Background: an optimization exercise with open tools, aiming at small area. Do not read the settings as production practice. RTL that was checked went through simulation tests only; none was proved equivalent to the original. Function not checked in run 2: the RTL went through the layout flow alone. No activity file was given, so power comes from the tool's default toggle rates.

==> flow/design.v, too long to show whole: its modules and the start of the top module <==
// module rv32_alu: 3589 lines
// module rv32_pcadd: 338 lines
// module rv32_inc: 119 lines
// module rv32_fa: 4 lines
// module rv32_ha: 4 lines
// module rv32_decode_execute: 244 lines
module rv32_decode_execute (
  input  logic                 clk,
  input  logic                 reset_n,
  input  logic                 valid_in,
  input  logic                 stall,
  input  logic [XLEN-1:0]      instr,
  input  logic [XLEN-1:0]      pc,
  input  logic [XLEN-1:0]      rs1_val,
  input  logic [XLEN-1:0]      rs2_val,
  output logic [4:0]           rs1_addr,
  output logic [4:0]           rs2_addr,
  output logic                 valid_out,
  output logic [4:0]           rd_addr,
  output logic                 reg_write,
  output logic [XLEN-1:0]      result,
  output logic [XLEN-1:0]      mem_addr,
  output logic [XLEN-1:0]      store_data,
  output logic                 is_load,
  output logic                 is_store,
  output logic [2:0]           load_type,
  output logic [2:0]           store_type,
  output logic                 branch_taken,
  output logic [XLEN-1:0]      pc_target,
  output logic                 is_div,
  output logic [1:0]           div_op,
  output logic                 illegal,
  output logic                 halt,
  output logic                 misaligned
);
  // ...
==> flow/flow/run.sh <==
#!/bin/bash
# The standard layout (standard.sh, unchanged synthesis), except that the port
# buffers are the smallest buffer cell. make's full output goes to standard.log.
set -uo pipefail
export BUFFER_PORTS_ARGS="-buffer_cell sky130_fd_sc_hd__buf_1"
bash standard.sh BUFFER_PORTS_ARGS="$BUFFER_PORTS_ARGS" finish > standard.log 2>&1
rc=$?
tail -30 standard.log
exit $rc
==> flow/standard.sh <==
#!/bin/bash
# synth_recipe.tcl (not shown) runs the flow's synth.tcl, then flattens the netlist and writes it again
# the make line also repeats each setting of config.mk as NAME=value (left out here)
make -C /OpenROAD-flow-scripts/flow DESIGN_CONFIG=/design/flow/config.mk WORK_HOME=/design/flow/orfs CLKGATE_MAP_FILE= SYNTH_SCRIPT=/design/flow/synth_recipe.tcl "${@:-finish}"
==> flow/config.mk <==
export PLATFORM = sky130hd
export DESIGN_NAME = rv32_decode_execute
export DESIGN_NICKNAME = rv32_decode_execute
export VERILOG_FILES = /design/flow/design.v
export SDC_FILE = /design/flow/constraint.sdc
export NUM_CORES = 4
export LEC_CHECK = 0
export ABC_AREA = 1
export CAP_MARGIN = 20
export CORE_MARGIN = 2
export CORE_UTILIZATION = 60
export SLEW_MARGIN = 20
export SYNTH_HIERARCHICAL = 1
==> flow/constraint.sdc <==
create_clock -name core_clock -period 14.0 [get_ports {clk}]
set_input_delay 2.8000 -clock core_clock [delete_from_list [all_inputs] [get_ports {clk}]]
set_output_delay 2.8000 -clock core_clock [all_outputs]
set_load 0.01 [all_outputs]
==> results.toml, run 1 <==
[final_layout]
nNonClkBuffers = 395
nClkBuffers = 9
sh_seq_area = 0.0656
mostFrequentLayoutCells = "530 x xor2_1, 523 x o22ai_1, 498 x fa_1"
area_delta_synth_final_pct = 3.15
largestRegisters = "r1_q x32, r2_q x32, rd_q x5"
n_all_inverters = 416

[timing]
postLayoutSetupSlackWorst_ns = 1.33
period_minus_slack_ns = 12.67
fin_setup_tns_ns = 0
slew_headroom = 0.164
setup_viol = 0

[logic_synthesis]
synth-seq-cells = 80
synth_area_leaders = "fa_1 29%, xor2_1 14%, ha_1 11%"
yosysWarningCount = 7

[clock_network]
clock-root-buffer = "clkbuf_16"

[run_status]
status = "no timing/DRC/antenna violations"

[route]
drtPass1Iterations = 8

[die]
die-area_sq_um = 59100
taps = 756

[worst_setup_path]
rr_worst_depth = 2
cp_top_family = "adder cells"
rr_startpoint = "halt_q$_SDFFE_PN0N_"

[power_and_ir_drop]
p_leak_nw = 19.3
p_seq_frac = 0.115
pwr-share-comb = 0.800

[grt]
gr-max-usage-layer = "met2"
antenna_found_initial = 5
grtUsageMet3 = 0.181
grt_remaining_overflow = 0

[worst_hold_path]
min_path_cells = 2

[place]
placed_area_sq_um = 35100
==> module rv32_decode_execute, before the edit <==
module rv32_decode_execute (
  input  logic                 clk,
  input  logic                 reset_n,
  input  logic                 valid_in,
  input  logic                 stall,
  input  logic [XLEN-1:0]      instr,
  input  logic [XLEN-1:0]      pc,
  input  logic [XLEN-1:0]      rs1_val,
  input  logic [XLEN-1:0]      rs2_val,
  output logic [4:0]           rs1_addr,
  output logic [4:0]           rs2_addr,
  output logic                 valid_out,
  output logic [4:0]           rd_addr,
  output logic                 reg_write,
  output logic [XLEN-1:0]      result,
  output logic [XLEN-1:0]      mem_addr,
  output logic [XLEN-1:0]      store_data,
  output logic                 is_load,
  output logic                 is_store,
  output logic [2:0]           load_type,
  output logic [2:0]           store_type,
  output logic                 branch_taken,
  output logic [XLEN-1:0]      pc_target,
  output logic                 is_div,
  output logic [1:0]           div_op,
  output logic                 illegal,
  output logic                 halt,
  output logic                 misaligned
);
  logic [6:0] opc;
  logic [2:0] f3;
  logic [6:0] f7;
  logic [4:0] rd;
  assign opc = instr[6:0];
  assign f3  = instr[14:12];
  assign f7  = instr[31:25];
  assign rd  = instr[11:7];
  assign rs1_addr = instr[19:15];
  assign rs2_addr = instr[24:20];
  logic op_lui, op_auipc, op_jal, op_jalr, op_br, op_ld, op_st, op_imm, op_op, op_fence, op_sys;
  assign op_lui   = (opc == OPC_LUI);
  assign op_auipc = (opc == OPC_AUIPC);
  assign op_jal   = (opc == OPC_JAL);
  assign op_jalr  = (opc == OPC_JALR);
  assign op_br    = (opc == OPC_BRANCH);
  assign op_ld    = (opc == OPC_LOAD);
  assign op_st    = (opc == OPC_STORE);
  assign op_imm   = (opc == OPC_OP_IMM);
  assign op_op    = (opc == OPC_OP);
  assign op_fence = (opc == OPC_FENCE);
  assign op_sys   = (opc == OPC_SYSTEM);
  logic f7_base, f7_alt, f7_m;
  assign f7_base = (f7 == 7'b0000000);
  assign f7_alt  = (f7 == 7'b0100000);
  assign f7_m    = (f7 == 7'b0000001);
  logic br_ok, ld_ok, st_ok, imm_ok, op_ok, sys_ok, legal;
  assign br_ok  = (f3[2:1] != 2'b01);
  assign ld_ok  = !(f3[1] & f3[0]) & !(f3[2] & f3[1]);
  assign st_ok  = !f3[2] & !(f3[1] & f3[0]);
  assign imm_ok = !((f3 == 3'b001) & !f7_base) & !((f3 == 3'b101) & !f7_base & !f7_alt);
  assign op_ok  = f7_base | f7_m | (f7_alt & ((f3 == 3'b000) | (f3 == 3'b101)));
  assign sys_ok = (instr[31:21] == 11'd0) & (instr[19:7] == 13'd0);
  assign legal  = op_lui | op_auipc | op_jal | op_jalr | (op_br & br_ok) | (op_ld & ld_ok) |
                  (op_st & st_ok) | (op_imm & imm_ok) | (op_op & op_ok) | op_fence |
                  (op_sys & sys_ok);
  logic writes_rd;
  assign writes_rd = op_lui | op_auipc | op_jal | op_jalr | op_ld | op_imm | op_op;
  logic alu, opreg, mul7, sub, slt, shift, inv, sgn, lui;
  assign alu   = !opc[6] & !opc[2] & opc[4];           
  assign opreg = opc[5];                               
  assign mul7  = alu & opreg & instr[25];              
  assign sub   = alu & opreg & !instr[25] & instr[30] & (f3 == 3'b000);
  assign slt   = alu & !mul7 & (f3[2:1] == 2'b01);
  assign shift = alu & !mul7 & (f3[1:0] == 2'b01);
  assign lui   = !opc[6] & opc[2] & opc[5];
  assign inv   = (opc[6] & !opc[2]) | sub | slt;       
  assign sgn   = (opc[6] & !opc[2]) ? !f3[1] : !f3[0];
  logic use_rs2;
  logic [31:0] imm, bsel, lg;
  assign use_rs2 = (alu & opreg) | (opc[6] & !opc[2]);
  always_comb begin
    if (opc[2] & !opc[6])              
      imm = {instr[31:12], 12'd0};
    else if (!opc[6] & opc[5] & !opc[4])  
      imm = {{20{instr[31]}}, instr[31:25], instr[11:7]};
    else
      imm = {{20{instr[31]}}, instr[31:20]};
  end
  assign bsel = use_rs2 ? rs2_val : imm;
  assign lg = f3[1] ? (f3[0] ? (rs1_val & bsel) : (rs1_val | bsel)) : (rs1_val ^ bsel);
  logic [32:0] ma, mc;
  logic [16:0] x1;
  logic [15:0] x2, ng;
  logic        a_sgn, b_sgn, czero;
  logic [4:0]  shamt;
  logic [31:0] dec;
  logic [32:0] onehot;
  logic [33:0] rb;
  logic        left;
  logic [63:0] mp;
  assign a_sgn = mul7 ? (f3[1] ^ f3[0]) : (shift ? instr[30] : sgn);
  assign ma    = {a_sgn & rs1_val[31], rs1_val};
  assign b_sgn = (f3[1:0] == 2'b01) & rs2_val[31];
  assign rb    = {b_sgn, b_sgn, rs2_val};
  assign shamt = bsel[4:0];
  assign left  = !f3[2];
  always_comb begin
    dec = 32'd0;
    dec[shamt] = 1'b1;
  end
  always_comb begin
    if (shift) begin
      onehot[0] = left & dec[0];
      for (int j = 1; j < 32; j++)
        onehot[j] = left ? dec[j] : dec[32-j];
      onehot[32] = !left & dec[0];
    end else
      onehot = {32'd0, !lui};
  end
  always_comb begin
    for (int i = 0; i < 16; i++) begin
      if (mul7) begin
        x1[i] = rb[2*i] ^ ((i == 0) ? 1'b0 : rb[2*i-1]);
        x2[i] = (rb[2*i+1] & !rb[2*i] & !((i == 0) ? 1'b0 : rb[2*i-1])) |
                (!rb[2*i+1] & rb[2*i] & ((i == 0) ? 1'b0 : rb[2*i-1]));
        ng[i] = rb[2*i+1];
      end else begin
        x1[i] = onehot[2*i];
        x2[i] = onehot[2*i+1];
        ng[i] = 1'b0;
      end
    end
    x1[16] = mul7 ? (rb[32] ^ rb[31]) : onehot[32];
  end
  assign czero = mul7 | shift;
  assign mc    = czero ? 33'd0 : {inv & !(sgn & bsel[31]), bsel ^ {32{inv}}};
  rv32_alu u_alu (
    .a   (ma),
    .x1  (x1),
    .x2  (x2),
    .ng  (ng),
    .c   (mc),
    .cin (inv),
    .p   (mp)
  );
  logic lt, eq, br_cond;
  assign lt      = mp[32];
  assign eq      = ((rs1_val ^ bsel) == 32'd0);
  assign br_cond = f3[2] ? (lt ^ f3[0]) : (eq ^ f3[0]);
  logic [31:0] immpc, pcsum, pc4;
  always_comb begin
    if (!opc[6])                       
      immpc = {instr[31:12], 12'd0};
    else if (opc[2])                   
      immpc = {{12{instr[31]}}, instr[19:12], instr[20], instr[30:21], 1'b0};
    else                               
      immpc = {{20{instr[31]}}, instr[7], instr[30:25], instr[11:8], 1'b0};
  end
  rv32_pcadd u_pcadd (
    .x (pc[31:1]),
    .y (immpc[31:1]),
    .s (pcsum[31:1])
  );
  assign pcsum[0] = pc[0];
  rv32_inc u_inc (
    .x (pc[31:2]),
    .s (pc4[31:2])
  );
  assign pc4[1:0] = pc[1:0];
  logic sel_lo, sel_hi, sel_slt, sel_lg, sel_pc4, sel_auipc;
  assign sel_pc4   = opc[6];
  assign sel_auipc = !opc[6] & opc[2] & !opc[5];
  assign sel_lo    = lui | (!opc[6] & !opc[2] & !opc[4]) |
                     (alu & (mul7 ? (f3 == 3'b000) : (f3[2:1] == 2'b00)));
  assign sel_hi    = alu & (mul7 ? (f3[2] == 1'b0) & (f3[1:0] != 2'b00) : (f3 == 3'b101));
  assign sel_slt   = slt;
  assign sel_lg    = alu & !mul7 & f3[2] & (f3[1:0] != 2'b01);
  logic [31:0] r1_d, r2_d;
  assign r1_d = ({32{sel_lo}}    & mp[31:0])  |
                ({32{sel_hi}}    & mp[63:32]) |
                ({32{sel_lg}}    & lg)        |
                ({32{sel_pc4}}   & pc4)       |
                ({32{sel_auipc}} & pcsum)     |
                {31'd0, sel_slt & lt};
  always_comb begin
    if (!opc[6])                       
      r2_d = rs2_val;
    else if (!opc[3] & opc[2])         
      r2_d = {mp[31:1], 1'b0};
    else                               
      r2_d = pcsum;
  end
  logic v_q, rw_q, ld_q, st_q, bt_q, div_q, ill_q, halt_q;
  logic [31:0] r1_q, r2_q;
  logic [4:0]  rd_q;
  logic [2:0]  f3_q;
  always_ff @(posedge clk) begin
    if (!reset_n) begin
      v_q    <= 1'b0;
      rw_q   <= 1'b0;
      ld_q   <= 1'b0;
      st_q   <= 1'b0;
      bt_q   <= 1'b0;
      div_q  <= 1'b0;
      ill_q  <= 1'b0;
      halt_q <= 1'b0;
    end else if (!stall) begin
      v_q    <= valid_in;
      rw_q   <= valid_in & legal & writes_rd & (rd != 5'd0);
      ld_q   <= valid_in & op_ld & ld_ok;
      st_q   <= valid_in & op_st & st_ok;
      bt_q   <= valid_in & (op_jal | op_jalr | (op_br & br_ok & br_cond));
      div_q  <= valid_in & op_op & f7_m & f3[2];
      ill_q  <= valid_in & !legal;
      halt_q <= valid_in & op_sys & sys_ok;
    end
  end
  always_ff @(posedge clk) begin
    if (!stall) begin
      r1_q <= r1_d;
      r2_q <= r2_d;
      rd_q <= rd;
      f3_q <= f3;
    end
  end
  assign valid_out    = v_q;
  assign reg_write    = rw_q;
  assign is_load      = ld_q;
  assign is_store     = st_q;
  assign branch_taken = bt_q;
  assign is_div       = div_q;
  assign illegal      = ill_q;
  assign halt         = halt_q;
  assign rd_addr      = rd_q;
  assign result       = r1_q;
  assign mem_addr     = r1_q;
  assign store_data   = r2_q;
  assign pc_target    = r2_q;
  assign load_type    = f3_q;
  assign store_type   = f3_q;
  assign div_op       = f3_q[1:0];
  assign misaligned   = (f3_q[1:0] == 2'b10) ? (r1_q[1:0] != 2'b00) :
                        (f3_q[1:0] == 2'b01) ? r1_q[0] : 1'b0;
endmodule
==> run 2, diff against run 1 <==
--- a/flow/design.v
+++ b/flow/design.v
@@ -13,17 +13,16 @@
   localparam logic [6:0] OPC_SYSTEM = 7'b1110011;
 endpackage
 module rv32_alu (
   input  logic [32:0] a,     
   input  logic [16:0] x1,    
   input  logic [15:0] x2,    
   input  logic [15:0] ng,    
   input  logic [32:0] c,     
-  input  logic        cin,   
   output logic [63:0] p
 );
   logic pp_0_0;
   logic pp_0_1;
   logic pp_0_2;
   logic pp_0_3;
   logic pp_0_4;
   logic pp_0_5;
@@ -50,17 +49,16 @@
   logic pp_0_26;
   logic pp_0_27;
   logic pp_0_28;
   logic pp_0_29;
   logic pp_0_30;
   logic pp_0_31;
   logic pp_0_32;
   logic pp_0_33;
-  logic ng0c;
   logic pp_1_0;
   logic pp_1_1;
   logic pp_1_2;
   logic pp_1_3;
   logic pp_1_4;
   logic pp_1_5;
   logic pp_1_6;
   logic pp_1_7;
@@ -2111,17 +2109,16 @@
   assign pp_0_26 = ((x1[0] & a[26]) | (x2[0] & a[25])) ^ ng[0];
   assign pp_0_27 = ((x1[0] & a[27]) | (x2[0] & a[26])) ^ ng[0];
   assign pp_0_28 = ((x1[0] & a[28]) | (x2[0] & a[27])) ^ ng[0];
   assign pp_0_29 = ((x1[0] & a[29]) | (x2[0] & a[28])) ^ ng[0];
   assign pp_0_30 = ((x1[0] & a[30]) | (x2[0] & a[29])) ^ ng[0];
   assign pp_0_31 = ((x1[0] & a[31]) | (x2[0] & a[30])) ^ ng[0];
   assign pp_0_32 = ((x1[0] & a[32]) | (x2[0] & a[31])) ^ ng[0];
   assign pp_0_33 = ~(((x1[0] & a[32]) | (x2[0] & a[32])) ^ ng[0]);
-  assign ng0c = ng[0] | cin;
   assign pp_1_0 = ((x1[1] & a[0]) | (x2[1] & 1'b0)) ^ ng[1];
   assign pp_1_1 = ((x1[1] & a[1]) | (x2[1] & a[0])) ^ ng[1];
   assign pp_1_2 = ((x1[1] & a[2]) | (x2[1] & a[1])) ^ ng[1];
   assign pp_1_3 = ((x1[1] & a[3]) | (x2[1] & a[2])) ^ ng[1];
   assign pp_1_4 = ((x1[1] & a[4]) | (x2[1] & a[3])) ^ ng[1];
   assign pp_1_5 = ((x1[1] & a[5]) | (x2[1] & a[4])) ^ ng[1];
   assign pp_1_6 = ((x1[1] & a[6]) | (x2[1] & a[5])) ^ ng[1];
   assign pp_1_7 = ((x1[1] & a[7]) | (x2[1] & a[6])) ^ ng[1];
@@ -3161,17 +3158,17 @@
   rv32_fa u_s973 (.a(s848), .b(c845), .ci(c847), .s(s973), .co(c974));
   rv32_fa u_s975 (.a(c849), .b(s852), .ci(c851), .s(s975), .co(c976));
   rv32_fa u_s977 (.a(c853), .b(s856), .ci(c855), .s(s977), .co(c978));
   rv32_fa u_s979 (.a(s862), .b(c857), .ci(s860), .s(s979), .co(c980));
   rv32_fa u_s981 (.a(pp_16_26), .b(pp_16_27), .ci(c861), .s(s981), .co(c982));
   rv32_fa u_s983 (.a(pp_16_28), .b(c864), .ci(s865), .s(s983), .co(c984));
   rv32_fa u_s985 (.a(pp_14_33), .b(pp_15_31), .ci(pp_16_29), .s(s985), .co(c986));
   rv32_ha u_s987 (.a(pp_15_32), .b(pp_16_30), .s(s987), .co(c988));
-  rv32_ha u_s989 (.a(ng0c), .b(c[0]), .s(s989), .co(c990));
+  rv32_ha u_s989 (.a(ng[0]), .b(c[0]), .s(s989), .co(c990));
   rv32_ha u_s991 (.a(c[1]), .b(pp_0_1), .s(s991), .co(c992));
   rv32_fa u_s993 (.a(s867), .b(pp_0_2), .ci(pp_1_0), .s(s993), .co(c994));
   rv32_fa u_s995 (.a(c868), .b(pp_1_1), .ci(s869), .s(s995), .co(c996));
   rv32_fa u_s997 (.a(pp_2_0), .b(c870), .ci(s871), .s(s997), .co(c998));
   rv32_fa u_s999 (.a(c872), .b(s873), .ci(s650), .s(s999), .co(c1000));
   rv32_fa u_s1001 (.a(c874), .b(s654), .ci(s875), .s(s1001), .co(c1002));
   rv32_fa u_s1003 (.a(s658), .b(c876), .ci(s877), .s(s1003), .co(c1004));
   rv32_fa u_s1005 (.a(s662), .b(c878), .ci(s879), .s(s1005), .co(c1006));
@@ -4061,16 +4058,54 @@
 module rv32_fa (input logic a, input logic b, input logic ci, output logic s, output logic co);
   assign s  = a ^ b ^ ci;
   assign co = (a & b) | (ci & (a ^ b));
 endmodule
 module rv32_ha (input logic a, input logic b, output logic s, output logic co);
   assign s  = a ^ b;
   assign co = a & b;
 endmodule
+module rv32_slice (
+  input  logic rs1,
+  input  logic rs2,
+  input  logic imm,
+  input  logic oh,        
+  input  logic lo,        
+  input  logic hi,        
+  input  logic jl,        
+  input  logic p4,        
+  input  logic ps,        
+  input  logic use_rs2,
+  input  logic shift,
+  input  logic czero,
+  input  logic sel_lo,
+  input  logic sel_hi,
+  input  logic sel_x,
+  input  logic sel_n,
+  input  logic sel_p4,
+  input  logic sel_ps,
+  input  logic r2_st,
+  input  logic r2_jalr,
+  output logic bsel,
+  output logic ma,
+  output logic mc,
+  output logic x,
+  output logic r1,
+  output logic r2
+);
+  logic n;
+  assign bsel = use_rs2 ? rs2 : imm;
+  assign ma   = shift ? oh : bsel;
+  assign mc   = !czero & rs1;
+  assign x    = rs1 ^ bsel;
+  assign n    = rs1 & bsel;
+  assign r1   = (sel_lo & lo) | (sel_hi & hi) | (sel_x & x) | (sel_n & n) |
+                (sel_p4 & p4) | (sel_ps & ps);
+  assign r2   = r2_st ? rs2 : (r2_jalr ? jl : ps);
+endmodule
 import rv32_pkg::*;
 module rv32_decode_execute (
   input  logic                 clk,
   input  logic                 reset_n,
   input  logic                 valid_in,
   input  logic                 stall,
   input  logic [XLEN-1:0]      instr,
   input  logic [XLEN-1:0]      pc,
@@ -4140,86 +4175,79 @@
   assign mul7  = alu & opreg & instr[25];              
   assign sub   = alu & opreg & !instr[25] & instr[30] & (f3 == 3'b000);
   assign slt   = alu & !mul7 & (f3[2:1] == 2'b01);
   assign shift = alu & !mul7 & (f3[1:0] == 2'b01);
   assign lui   = !opc[6] & opc[2] & opc[5];
   assign inv   = (opc[6] & !opc[2]) | sub | slt;       
   assign sgn   = (opc[6] & !opc[2]) ? !f3[1] : !f3[0];
   logic use_rs2;
-  logic [31:0] imm, bsel, lg;
+  logic [31:0] imm, bsel, bx;
   assign use_rs2 = (alu & opreg) | (opc[6] & !opc[2]);
   always_comb begin
     if (opc[2] & !opc[6])              
       imm = {instr[31:12], 12'd0};
     else if (!opc[6] & opc[5] & !opc[4])  
       imm = {{20{instr[31]}}, instr[31:25], instr[11:7]};
     else
       imm = {{20{instr[31]}}, instr[31:20]};
   end
-  assign bsel = use_rs2 ? rs2_val : imm;
-  assign lg = f3[1] ? (f3[0] ? (rs1_val & bsel) : (rs1_val | bsel)) : (rs1_val ^ bsel);
   logic [32:0] ma, mc;
   logic [16:0] x1;
   logic [15:0] x2, ng;
-  logic        a_sgn, b_sgn, czero;
-  logic [4:0]  shamt;
-  logic [31:0] dec;
-  logic [32:0] onehot;
+  logic        bdig, r_sgn, m_sgn, czero;
   logic [33:0] rb;
+  logic [4:0]  shamt;
+  logic [31:0] dec, onehot;
   logic        left;
   logic [63:0] mp;
-  assign a_sgn = mul7 ? (f3[1] ^ f3[0]) : (shift ? instr[30] : sgn);
-  assign ma    = {a_sgn & rs1_val[31], rs1_val};
-  assign b_sgn = (f3[1:0] == 2'b01) & rs2_val[31];
-  assign rb    = {b_sgn, b_sgn, rs2_val};
-  assign shamt = bsel[4:0];
-  assign left  = !f3[2];
-  always_comb begin
-    dec = 32'd0;
-    dec[shamt] = 1'b1;
-  end
-  always_comb begin
-    if (shift) begin
-      onehot[0] = left & dec[0];
-      for (int j = 1; j < 32; j++)
-        onehot[j] = left ? dec[j] : dec[32-j];
-      onehot[32] = !left & dec[0];
-    end else
-      onehot = {32'd0, !lui};
-  end
+  assign bdig  = mul7 | shift;
+  assign r_sgn = mul7 ? (f3[1] ^ f3[0]) : instr[30];
+  assign rb    = {{2{r_sgn & rs1_val[31]}}, rs1_val};
   always_comb begin
     for (int i = 0; i < 16; i++) begin
-      if (mul7) begin
+      if (bdig) begin
         x1[i] = rb[2*i] ^ ((i == 0) ? 1'b0 : rb[2*i-1]);
         x2[i] = (rb[2*i+1] & !rb[2*i] & !((i == 0) ? 1'b0 : rb[2*i-1])) |
                 (!rb[2*i+1] & rb[2*i] & ((i == 0) ? 1'b0 : rb[2*i-1]));
         ng[i] = rb[2*i+1];
       end else begin
-        x1[i] = onehot[2*i];
-        x2[i] = onehot[2*i+1];
-        ng[i] = 1'b0;
+        x1[i] = (i == 0);
+        x2[i] = 1'b0;
+        ng[i] = (i == 0) & inv;
       end
     end
-    x1[16] = mul7 ? (rb[32] ^ rb[31]) : onehot[32];
+    x1[16] = bdig & (rb[32] ^ rb[31]);
   end
-  assign czero = mul7 | shift;
-  assign mc    = czero ? 33'd0 : {inv & !(sgn & bsel[31]), bsel ^ {32{inv}}};
+  assign shamt = bsel[4:0];
+  assign left  = !f3[2];
+  always_comb begin
+    dec = 32'd0;
+    dec[shamt] = 1'b1;
+  end
+  always_comb begin
+    onehot[0] = dec[0];
+    for (int j = 1; j < 32; j++)
+      onehot[j] = left ? dec[j] : dec[32-j];
+  end
+  assign m_sgn = mul7 ? (f3[1:0] == 2'b01) : sgn;
+  assign ma[32] = !shift & m_sgn & bsel[31];
+  assign czero = bdig | lui;
+  assign mc[32] = !czero & sgn & rs1_val[31];
   rv32_alu u_alu (
     .a   (ma),
     .x1  (x1),
     .x2  (x2),
     .ng  (ng),
     .c   (mc),
-    .cin (inv),
     .p   (mp)
   );
   logic lt, eq, br_cond;
   assign lt      = mp[32];
-  assign eq      = ((rs1_val ^ bsel) == 32'd0);
+  assign eq      = (bx == 32'd0);
   assign br_cond = f3[2] ? (lt ^ f3[0]) : (eq ^ f3[0]);
   logic [31:0] immpc, pcsum, pc4;
   always_comb begin
     if (!opc[6])                       
       immpc = {instr[31:12], 12'd0};
     else if (opc[2])                   
       immpc = {{12{instr[31]}}, instr[19:12], instr[20], instr[30:21], 1'b0};
     else                               
@@ -4235,35 +4263,57 @@
     .x (pc[31:2]),
     .s (pc4[31:2])
   );
   assign pc4[1:0] = pc[1:0];
   logic sel_lo, sel_hi, sel_slt, sel_lg, sel_pc4, sel_auipc;
   assign sel_pc4   = opc[6];
   assign sel_auipc = !opc[6] & opc[2] & !opc[5];
   assign sel_lo    = lui | (!opc[6] & !opc[2] & !opc[4]) |
-                     (alu & (mul7 ? (f3 == 3'b000) : (f3[2:1] == 2'b00)));
-  assign sel_hi    = alu & (mul7 ? (f3[2] == 1'b0) & (f3[1:0] != 2'b00) : (f3 == 3'b101));
+                     (alu & (mul7 ? (f3 == 3'b000) : ((f3[2:1] == 2'b00) | ((f3 == 3'b101) & dec[0]))));
+  assign sel_hi    = alu & (mul7 ? (f3[2] == 1'b0) & (f3[1:0] != 2'b00) : ((f3 == 3'b101) & !dec[0]));
   assign sel_slt   = slt;
   assign sel_lg    = alu & !mul7 & f3[2] & (f3[1:0] != 2'b01);
-  logic [31:0] r1_d, r2_d;
-  assign r1_d = ({32{sel_lo}}    & mp[31:0])  |
-                ({32{sel_hi}}    & mp[63:32]) |
-                ({32{sel_lg}}    & lg)        |
-                ({32{sel_pc4}}   & pc4)       |
-                ({32{sel_auipc}} & pcsum)     |
-                {31'd0, sel_slt & lt};
-  always_comb begin
-    if (!opc[6])                       
-      r2_d = rs2_val;
-    else if (!opc[3] & opc[2])         
-      r2_d = {mp[31:1], 1'b0};
-    else                               
-      r2_d = pcsum;
+  logic sel_x, sel_n, r2_st, r2_jalr;
+  assign sel_x   = sel_lg & !(f3[1] & f3[0]);
+  assign sel_n   = sel_lg & f3[1];
+  assign r2_st   = !opc[6];                   
+  assign r2_jalr = !opc[3] & opc[2];          
+  logic [31:0] r1_d, r1_s, r2_d;
+  for (genvar j = 0; j < 32; j++) begin : g_bit
+    rv32_slice u_slice (
+      .rs1     (rs1_val[j]),
+      .rs2     (rs2_val[j]),
+      .imm     (imm[j]),
+      .oh      (onehot[j]),
+      .lo      (mp[j]),
+      .hi      (mp[32+j]),
+      .jl      ((j == 0) ? 1'b0 : mp[j]),
+      .p4      (pc4[j]),
+      .ps      (pcsum[j]),
+      .use_rs2 (use_rs2),
+      .shift   (shift),
+      .czero   (czero),
+      .sel_lo  (sel_lo),
+      .sel_hi  (sel_hi),
+      .sel_x   (sel_x),
+      .sel_n   (sel_n),
+      .sel_p4  (sel_pc4),
+      .sel_ps  (sel_auipc),
+      .r2_st   (r2_st),
+      .r2_jalr (r2_jalr),
+      .bsel    (bsel[j]),
+      .ma      (ma[j]),
+      .mc      (mc[j]),
+      .x       (bx[j]),
+      .r1      (r1_s[j]),
+      .r2      (r2_d[j])
+    );
   end
+  assign r1_d = {r1_s[31:1], r1_s[0] | (sel_slt & lt)};
   logic v_q, rw_q, ld_q, st_q, bt_q, div_q, ill_q, halt_q;
   logic [31:0] r1_q, r2_q;
   logic [4:0]  rd_q;
   logic [2:0]  f3_q;
   always_ff @(posedge clk) begin
     if (!reset_n) begin
       v_q    <= 1'b0;
       rw_q   <= 1'b0;
==> flow/config.mk (replaced) <==
export PLATFORM = sky130hd
export DESIGN_NAME = rv32_decode_execute
export DESIGN_NICKNAME = rv32_decode_execute
export VERILOG_FILES = /design/flow/design.v
export SDC_FILE = /design/flow/constraint.sdc
export NUM_CORES = 4
export LEC_CHECK = 0
export CAP_MARGIN = 20
export CORE_MARGIN = 2
export CORE_UTILIZATION = 60
export SLEW_MARGIN = 20
export SYNTH_HIERARCHICAL = 1
==> results.toml, run 2 <==
[run_status]
status = "no timing/DRC/antenna violations"

[timing]
fin_skew_ns = 0
period_minus_slack_ns = 13.55
hold_violations = 0
max_freq_mhz = 73.8
tightest_slew_ns = 1.25
rsz0062_at_grt = "no"
slew_headroom = 0.168
setup_viol = 0
drv_slew = 0
timing.final.crit_share = 0.968
fin_setup_tns_ns = 0
hold_slack_ns = 0.486

[logic_synthesis]
syn_inst = 3577
synth.most_common_cell = "a22oi_1"
syn_area_per_cell_sq_um = 9.47
synth_top_cell_by_area = "fa_1"
synth_area_sq_um = 33900
synth-edff-count = 72
yosysWarningCount = 7
synth_top_area_frac = 0.294
synth_area_leaders = "fa_1 29%, xnor2_1 15%, a22oi_1 14%"
async_reset_ff_frac = 0
ys_seq_area_frac = 0.0686
yosys_most_used_dff = "edfxtp_1"
mappedNetlistNets = 4475
synth-seq-cells = 80
synth_top_cells_by_count = "618 x a22oi_1, 592 x xnor2_1, 498 x fa_1"
synthDistinctLibCells = 81

[clock_network]
cts_made_buffers = 9
postCtsSetupBuffers = 0
cts.path.max_buffers = 2
cts.sinks = 80
hold_buffers = 0
clk_pin_slew_ns = 0.07
post_cts_resized = 0
cts_tree = "done"
clock_latency_ns = 0.36
htreeDepth = 3
clock-root-buffer = "clkbuf_16"

[die]
die_w_um = 242
core-area_sq_um = 56100
die_y_um = 242
rows = 87
ios = 292
start_util = 0.604
die-area_sq_um = 58400

[final_layout]
mostFrequentLayoutCells = "618 x a22oi_1, 592 x xnor2_1, 498 x fa_1"
layout_commonest_cell = "a22oi_1"
area_delta_synth_final_pct = 4.26
nets = 4453
largestRegisters = "r1_q x32, r2_q x32, rd_q x5"
drive_gt1_frac = 0.0882
fillers = 4786
postLayoutCellArea_sq_um = 35300

[grt]
grt_remaining_overflow = 0
grt_pass1_vias = 31000
grt_max_degree = 50
grt_pass1_wl_um = 204000
antenna_found_initial = 5
grt.total_usage = 0.468

[flow_run]
maxCapViolCount = 0

[route]
drt_wl_total_um = 139000
via_count = 30600
post_drt_wl_per_cell_um = 32.3
drc = 0
routed_via_density = 7.09
detail-route-antenna-nets = 0
drtIter0Drc = 3945
drtPass1Iterations = 7

[power_and_ir_drop]
p_per_area_nw_per_um2 = 120
irDropWorstVdd_mv = 0.216
p_leak_nw = 14.3

[worst_setup_path]
cp_slowest_cell = "fa_1"
worstPathMaxFanout = 17
worstPathRequired_ns = 14.12
cp.arrival_ns = 13.67
cp_top_family = "adder cells"
critPathLaunchType = "input pin"
critical_path.max_stage_delay_ns = 0.59
path_buf_inv = 4
cp_common_cell = "fa_1"
cp-end-kind = "flop"
critPathKind = "input pin to flop"

[place]
numPortBuffers = 291
dp_hpwl_um = 105000
gp_congestion = 1.03
placed_area_sq_um = 35000

[worst_hold_path]
hold_class = "flop to flop"
-- run 2: changes by cell type after synthesis, moves of 46 or more --
cell	change
xor2_1	-509
buf_2	-49
and2_1	+47
o22ai_1	-508
a21oi_1	-63
o21ai_0	-164
inv_1	-306
nand2_1	-221
a22oi_1	+618
xnor2_1	+533
nand4_1	-46
nor2b_1	+51
nand3_1	-69
-- run 2: tightest hold or removal path: stages, from the launching register on --
cell and delay (ns):
dfxtp_1 0.31, nand2_1 0.06, a21boi_0 0.07
-- run 2: layout make-up --
class | count | area [sq um] | share of cell area
diodes | 5 | 12.5 | 0.000354
clock buffers | 9 | 225 | 0.00638
clock inverters | 7 | 76.3 | 0.00216
inverters | 100 | 375 | 0.0106
multi-input cells | 2935 | 29200 | 0.827
flip-flops and latches | 80 | 2320 | 0.0658
well taps | 756 | 946 | 0.0268
repair buffers | 429 | 2170 | 0.0614
-- run 2: per-layer routing --
layer  global-route usage  vias to the layer above  routed length (um)
met5                    0                        -                  14
met4                0.286                        2               10300
met3                0.117                      586               16300
met2                0.724                     2549               62000
met1                0.591                    15200               50800
li1                     -                    12400                   -
-- run 2: modules after synthesis, one instance, submodules excluded --
| module | cell area (sq um) | times used | cells | flops+latches |
|---|---|---|---|---|
| rv32_decode_execute | 5490 | 1 | 638 | 80 |
| rv32_pcadd | 861 | 1 | 124 | 0 |
| rv32_slice | 91.3 | 32 | 11 | 0 |
| rv32_inc | 223 | 1 | 30 | 0 |
| rv32_ha | 12.5 | 168 | 1 | 0 |
| rv32_fa | 20.0 | 498 | 1 | 0 |
| rv32_alu | 12300 | 1 | 1767 | 0 |
-- run 2: cells by family (layout without fill, tap and decap cells) --
group / after synthesis / after routing / share of synthesized area
AOI/OAI and AO/OA: 882 / 882 / 0.188
xor gates and xnor gates: 613 / 613 / 0.159
adders and majority gates: 766 / 766 / 0.393
buffers and inverters: 562 / 545 / 0.0749
DFF: 80 / 80 / 0.0686
muxes: 103 / 103 / 0.0364
other: 1 / 6 / 0.000111
and+or+nand+nor: 570 / 570 / 0.0797
-- run 2: stage by stage --
stage / power [mW] / std cells / util / worst slack (ns)
2_1_floorplan: 2.41 / 3577 / - / 0.0756
3_3_place_gp: 3.73 / 4300 / 0.624 / 0.407
3_5_place_dp: 3.77 / 4300 / 0.624 / 0.270
4_1_cts: 4.05 / 4316 / 0.629 / 0.651
5_1_grt: 4.37 / 4318 / 0.630 / 0.0362
6_report: 4.23 / 4321 / 0.630 / 0.445
-- run 2: where the power goes --
part           total [mW]  internal, mW  switching, mW  leakage (nW)
Clock               0.254         0.140          0.114         0.144
Combinational        3.61          1.24           2.37          13.4
Sequential          0.368         0.335         0.0335         0.766
Total                4.23          1.71           2.51          14.3
-- run 2: path summary, 6_finish.rpt --
kind	from	to	slack (ns)	cells after the start
setup / recovery	instr[5]	r1_q[29]$_DFFE_PN_	0.45	38
hold / removal	ld_q$_SDFFE_PN0N_	ld_q$_SDFFE_PN0N_	0.49	2
setup reg to reg	bt_q$_SDFFE_PN0N_	bt_q$_SDFFE_PN0N_	13.05	3
hold reg to reg	ld_q$_SDFFE_PN0N_	ld_q$_SDFFE_PN0N_	0.49	2

-- re-timing with driven ports --
The flow's constraints put no driver on any port. The routed layouts listed below were extracted and timed again, unchanged, in two steps. Step 1 assumes that a clkbuf_16 drives the clock port and a buf_2 every other input. Step 2 also shifts input and output timing later by t, the mid clock arrival at the registers, as if the neighbouring blocks saw the same clock. Three values: ideal, step 1, step 2; two values: the first two.
run | t, ns | setup WS [ns] | worst setup path after step 2 | cell pins on the clock port's net
run 1 | 0.426 | 1.326 / 1.349 / 0.923 | input to register | 1
run 2 | 0.410 | 0.445 / 0.470 / 0.059 | input to register | 1
After both steps setup and hold are still met in every run listed. The setup slack of run 1, which loses most, moves by +0.023 ns with the drivers and by -0.403 ns with both steps.
